Context: an optimization exercise on an open-source flow, tuned for small area, a short achievable clock period and few clock cycles per item. The choices shown serve that exercise and are no tape-out recipe. Function was checked by simulation only, so behaviour that the tests miss may differ from the original. The flow treats the clock pin as an ideal source, which a real chip does not have.

Setup of rev 12:
==> flow/design.v (excerpt) <==
module per_key_chatter_filter_top (
  input  logic                clk,
  input  logic                rst,
  input  logic                cfg_wr_en,
  input  logic [CFG_W-1:0]    cfg_wr_data,
  input  logic                in_valid,
  output logic                in_ready,
  input  logic [CMD_W-1:0]    command,
  input  logic [IDX_IN_W-1:0] entry_index,
  input  logic [KEY_W-1:0]    key_code,
  input  logic [HOLD_W-1:0]   hold_off_ms,
  input  logic [TIME_W-1:0]   time_us,
  output logic                out_valid,
  input  logic                out_ready,
  output logic                pass_event,
  output logic                key_matched
);
Size: roughly 2800 flip-flops, roughly 93 I/O pins, ~98000 um^2 of cells after synthesis.
==> module per_key_chatter_filter_top, before the edit <==
module per_key_chatter_filter_top (
  input  logic                clk,
  input  logic                rst,
  input  logic                cfg_wr_en,
  input  logic [CFG_W-1:0]    cfg_wr_data,
  input  logic                in_valid,
  output logic                in_ready,
  input  logic [CMD_W-1:0]    command,
  input  logic [IDX_IN_W-1:0] entry_index,
  input  logic [KEY_W-1:0]    key_code,
  input  logic [HOLD_W-1:0]   hold_off_ms,
  input  logic [TIME_W-1:0]   time_us,
  output logic                out_valid,
  input  logic                out_ready,
  output logic                pass_event,
  output logic                key_matched
);
  localparam int N     = TABLE_ENTRIES_DEF;
  localparam int FIFO_D = 6;
  localparam int CAP   = FIFO_D + 1;
  logic accept;
  assign accept = in_valid && in_ready && !rst;
  logic [CFG_W-1:0] entries_in_use;
  logic [N-1:0]     in_range;
  always_ff @(posedge clk) begin
    if (rst) begin
      entries_in_use <= '0;
    end else if (cfg_wr_en) begin
      entries_in_use <= cfg_wr_data;
    end
  end
  always_comb begin
    for (int j = 0; j < N; j++) begin
      in_range[j] = entries_in_use[CFG_W-1] || (CFG_W'(j) < entries_in_use);
    end
  end
  logic              is_load;
  logic [N-1:0]      match;
  logic [N-1:0]      code_we;
  assign is_load = (command == CMD_LOAD);
  always_comb begin
    for (int j = 0; j < N; j++) begin
      code_we[j] = accept && is_load && (entry_index == IDX_IN_W'(j));
    end
  end
  pcf_code_cam #(
    .DEPTH (N)
  ) u_cam (
    .clk      (clk),
    .key      (key_code),
    .write    (code_we),
    .match    (match)
  );
  logic                p_v;
  logic                p_load;
  logic [N-1:0]        p_match;
  logic [IDX_IN_W-1:0] p_idx;
  logic [HOLD_W-1:0]   p_hold;
  logic [TIME_W-1:0]   p_time;
  logic [N-1:0]        p_idx_oh;
  logic [N-1:0]        p_first;
  logic [N-1:0]        hold_we;
  always_ff @(posedge clk) begin
    p_v     <= accept;
    p_load  <= is_load;
    p_match <= match & in_range;
    p_idx   <= entry_index;
    p_hold  <= hold_off_ms;
    p_time  <= time_us;
  end
  always_comb begin
    logic seen;
    seen = 1'b0;
    for (int j = 0; j < N; j++) begin
      p_idx_oh[j] = (p_idx == IDX_IN_W'(j));
      hold_we[j]  = p_v && p_load && p_idx_oh[j];
      p_first[j]  = p_match[j] && !seen;
      seen        = seen || p_match[j];
    end
  end
  logic              r_v;
  logic              r_load;
  logic              r_any;
  logic [N-1:0]      r_sel;
  logic [TIME_W-1:0] r_time;
  logic [HOLD_W-1:0] r_hold_rd;
  logic [TIME_W-1:0] r_stamp_rd;
  always_ff @(posedge clk) begin
    r_v    <= rst ? 1'b0 : p_v;
    r_load <= p_load;
    r_any  <= |p_match;
    r_sel  <= !p_v ? '0 : p_load ? p_idx_oh : p_first;
    r_time <= p_time;
  end
  pcf_ram #(
    .DEPTH (N)
  ) u_rec (
    .clk       (clk),
    .rd_sel    (r_sel),
    .stamp_we  (r_sel),
    .hold_we   (hold_we),
    .hold_in   (p_hold),
    .time_in   (r_time),
    .hold_out  (r_hold_rd),
    .stamp_out (r_stamp_rd)
  );
  logic              v1_v, v1_load, v1_any;
  logic [HOLD_W-1:0] v1_hold;
  logic [TIME_W-1:0] v1_stamp;
  logic [TIME_W-1:0] v1_time;
  logic              v2_v, v2_load, v2_any;
  logic              v3_v, v3_load, v3_any;
  logic              v3_pass;
  always_ff @(posedge clk) begin
    v1_v     <= rst ? 1'b0 : r_v;
    v1_load  <= r_load;
    v1_any   <= r_any;
    v1_hold  <= r_hold_rd;
    v1_stamp <= r_stamp_rd;
    v1_time  <= r_time;
    v2_v     <= rst ? 1'b0 : v1_v;
    v2_load  <= v1_load;
    v2_any   <= v1_any;
    v3_v     <= rst ? 1'b0 : v2_v;
    v3_load  <= v2_load;
    v3_any   <= v2_any;
  end
  pcf_hold_check u_hold_check (
    .clk   (clk),
    .now   (v1_time),
    .stamp (v1_stamp),
    .hold  (v1_hold),
    .pass  (v3_pass)
  );
  logic res_pass, res_match;
  assign res_pass  = !v3_load && (!v3_any || v3_pass);
  assign res_match = !v3_load && v3_any;
  logic [1:0]                fifo [FIFO_D];
  logic [$clog2(FIFO_D)-1:0] f_rd, f_wr;
  logic [$clog2(FIFO_D):0]   f_cnt;
  logic                      out_free, f_empty, f_push, f_pop;
  logic [$clog2(CAP):0]      owed, owed_next;
  logic                      take;
  logic [1:0]                out_next;
  logic                      out_pass_n, out_match_n;
  assign out_free = !out_valid || out_ready;
  assign out_next = f_empty ? {res_pass, res_match} : fifo[f_rd];
  assign f_empty  = (f_cnt == '0);
  assign f_pop    = out_free && !f_empty;
  assign f_push   = v3_v && !(out_free && f_empty);
  assign take     = out_valid && out_ready;
  always_ff @(posedge clk) begin
    if (f_push) begin
      fifo[f_wr] <= {res_pass, res_match};
    end
    if (out_free) begin
      {pass_event, key_matched}     <= out_next;
      {out_pass_n, out_match_n}     <= ~out_next;
    end else begin
      {pass_event, key_matched}     <= ~{out_pass_n, out_match_n};
    end
    if (rst) begin
      out_valid <= 1'b0;
      f_rd      <= '0;
      f_wr      <= '0;
      f_cnt     <= '0;
    end else begin
      if (out_free) begin
        out_valid <= !f_empty || v3_v;
      end
      if (f_push) begin
        f_wr <= (f_wr == FIFO_D - 1) ? '0 : f_wr + 1'b1;
      end
      if (f_pop) begin
        f_rd <= (f_rd == FIFO_D - 1) ? '0 : f_rd + 1'b1;
      end
      f_cnt <= f_cnt + f_push - f_pop;
    end
  end
  assign owed_next = owed + accept - take;
  always_ff @(posedge clk) begin
    if (rst) begin
      owed     <= '0;
      in_ready <= 1'b1;
    end else begin
      owed     <= owed_next;
      in_ready <= (owed_next < CAP);
    end
  end
endmodule
clock: 5.0 ns
lec_check: 0
cap_margin: 20
core_margin: 2
core_utilization: 60
cts_cluster_diameter: 90
cts_cluster_size: 27
setup_slack_margin: 2.3
slew_margin: 20
standard.sh (not shown) runs the stock make flow with config.mk's settings and CLKGATE_MAP_FILE= SYNTH_SCRIPT=/design/flow/synth_recipe.tcl, a recipe that flattens the netlist after the stock synthesis.
==> flow/flow/run.sh <==
#!/bin/bash
# The standard layout (the standard.sh, standard synthesis unchanged), with extra
# setup-timing repair passes after clock tree synthesis (flow/post_cts.tcl, run through
# ORFS's POST_CTS_TCL hook). The full output goes to standard.log in the work folder;
# ORFS keeps each step's own log under orfs/logs/.
set -euo pipefail
here="$(pwd)"
export POST_CTS_TCL="$here/flow/post_cts.tcl"
bash standard.sh > "$here/standard.log" 2>&1
==> flow/flow/post_cts.tcl <==
# Extra setup repair after CTS: the single repair_timing call that cts.tcl makes stops
# early, and further calls keep improving the worst slack. Placement is legalized again
# afterwards, as cts.tcl does after its own repair.
puts "post-CTS: extra setup repair"
estimate_parasitics -placement
report_worst_slack -max
for {set i 0} {$i < 6} {incr i} {
  repair_timing -setup -setup_margin 2.8 -repair_tns 100
  report_worst_slack -max
}
detailed_placement
check_placement -verbose
estimate_parasitics -placement
report_worst_slack -max
Testbench counts of rev 12, summed over its fixed seeds: cycles 16,048, items 16,000.
For rev 13, these inputs were changed with respect to rev 12:
diff --git a/flow/design.v b/flow/design.v
--- a/flow/design.v
+++ b/flow/design.v
@@ -282,8 +282,5 @@
   logic [$clog2(CAP):0]      owed, owed_next;
   logic                      take;
-  logic [1:0]                out_next;
-  logic                      out_pass_n, out_match_n;
   assign out_free = !out_valid || out_ready;
-  assign out_next = f_empty ? {res_pass, res_match} : fifo[f_rd];
   assign f_empty  = (f_cnt == '0);
   assign f_pop    = out_free && !f_empty;
@@ -295,8 +292,9 @@
     end
     if (out_free) begin
-      {pass_event, key_matched}     <= out_next;
-      {out_pass_n, out_match_n}     <= ~out_next;
-    end else begin
-      {pass_event, key_matched}     <= ~{out_pass_n, out_match_n};
+      if (!f_empty) begin
+        {pass_event, key_matched} <= fifo[f_rd];
+      end else begin
+        {pass_event, key_matched} <= {res_pass, res_match};
+      end
     end
     if (rst) begin
Findings:
- Rev 13: no failed stages, no open violations at the end
- [diff] worst setup margin, rev 13 relative to rev 12: regression
- Summary of rev 13 over rev 12: proportion of synthesized chip area in sequential cells comparable, met1 track demand over resource saw little to no change.
- Rev 13 and rev 12 ended up with nearly the same power.
- Looking at worst setup slack before clock tree synthesis across rev 13 and rev 12, the one that comes out higher is rev 13.
- Rev 12 and rev 13 ended up with roughly the same number of buffer and inverter instances along the worst setup path.
- Comparing rev 13 and rev 12, total wire length after detailed routing is lower on rev 12.
- Of the two values seen for start point of the critical path, key_matched was produced by rev 13 and p_v by rev 12.
- | met2 wire length | higher: rev 13 |
- Changes observed in rev 13 relative to rev 12: mean instance size in the synthesized netlist barely changed, growth of design area from synthesis to finish barely changed.
Testbench counts of rev 13, summed over its fixed seeds: cycles 16,048, items 16,000.

==> afterwards: timing with drivers on the ports <==
Ports are ideal in the flow. The routed layouts listed here were re-timed in OpenROAD.
Step 1 sets driving cells, clkbuf_16 on the clock port and buf_2 on the other inputs (assumed; they add their load-dependent delay and slew).
Step 2 adds t to the input delays and takes it off the output delays; t is the mean of the earliest and latest rising clock arrival at the registers after step 1. Input paths then give back, and output paths get back, about the clock's delay inside the block.
Slacks: no drivers / after step 1 / after step 2; pairs: no drivers / after step 1.
| run | t (ns) | slack for setup (ns) | worst hold slack (ns) | clock arrival spread, ns | slew at the worst register clock pin (ns) |
|---|---|---|---|---|---|
| rev 12 | 0.871 | 2.689 / 2.678 / 1.920 | 0.332 / 0.332 / 0.332 | 0.038 / 0.037 | 0.11 / 0.11 |
| rev 13 | 0.861 | 2.685 / 2.591 / 2.006 | 0.335 / 0.335 / 0.335 | 0.039 / 0.039 | 0.11 / 0.11 |
After both steps every run listed still meets setup and hold. For rev 12, which loses most, drivers alone change the setup slack by -0.011 ns; drivers and shift together by -0.769 ns.
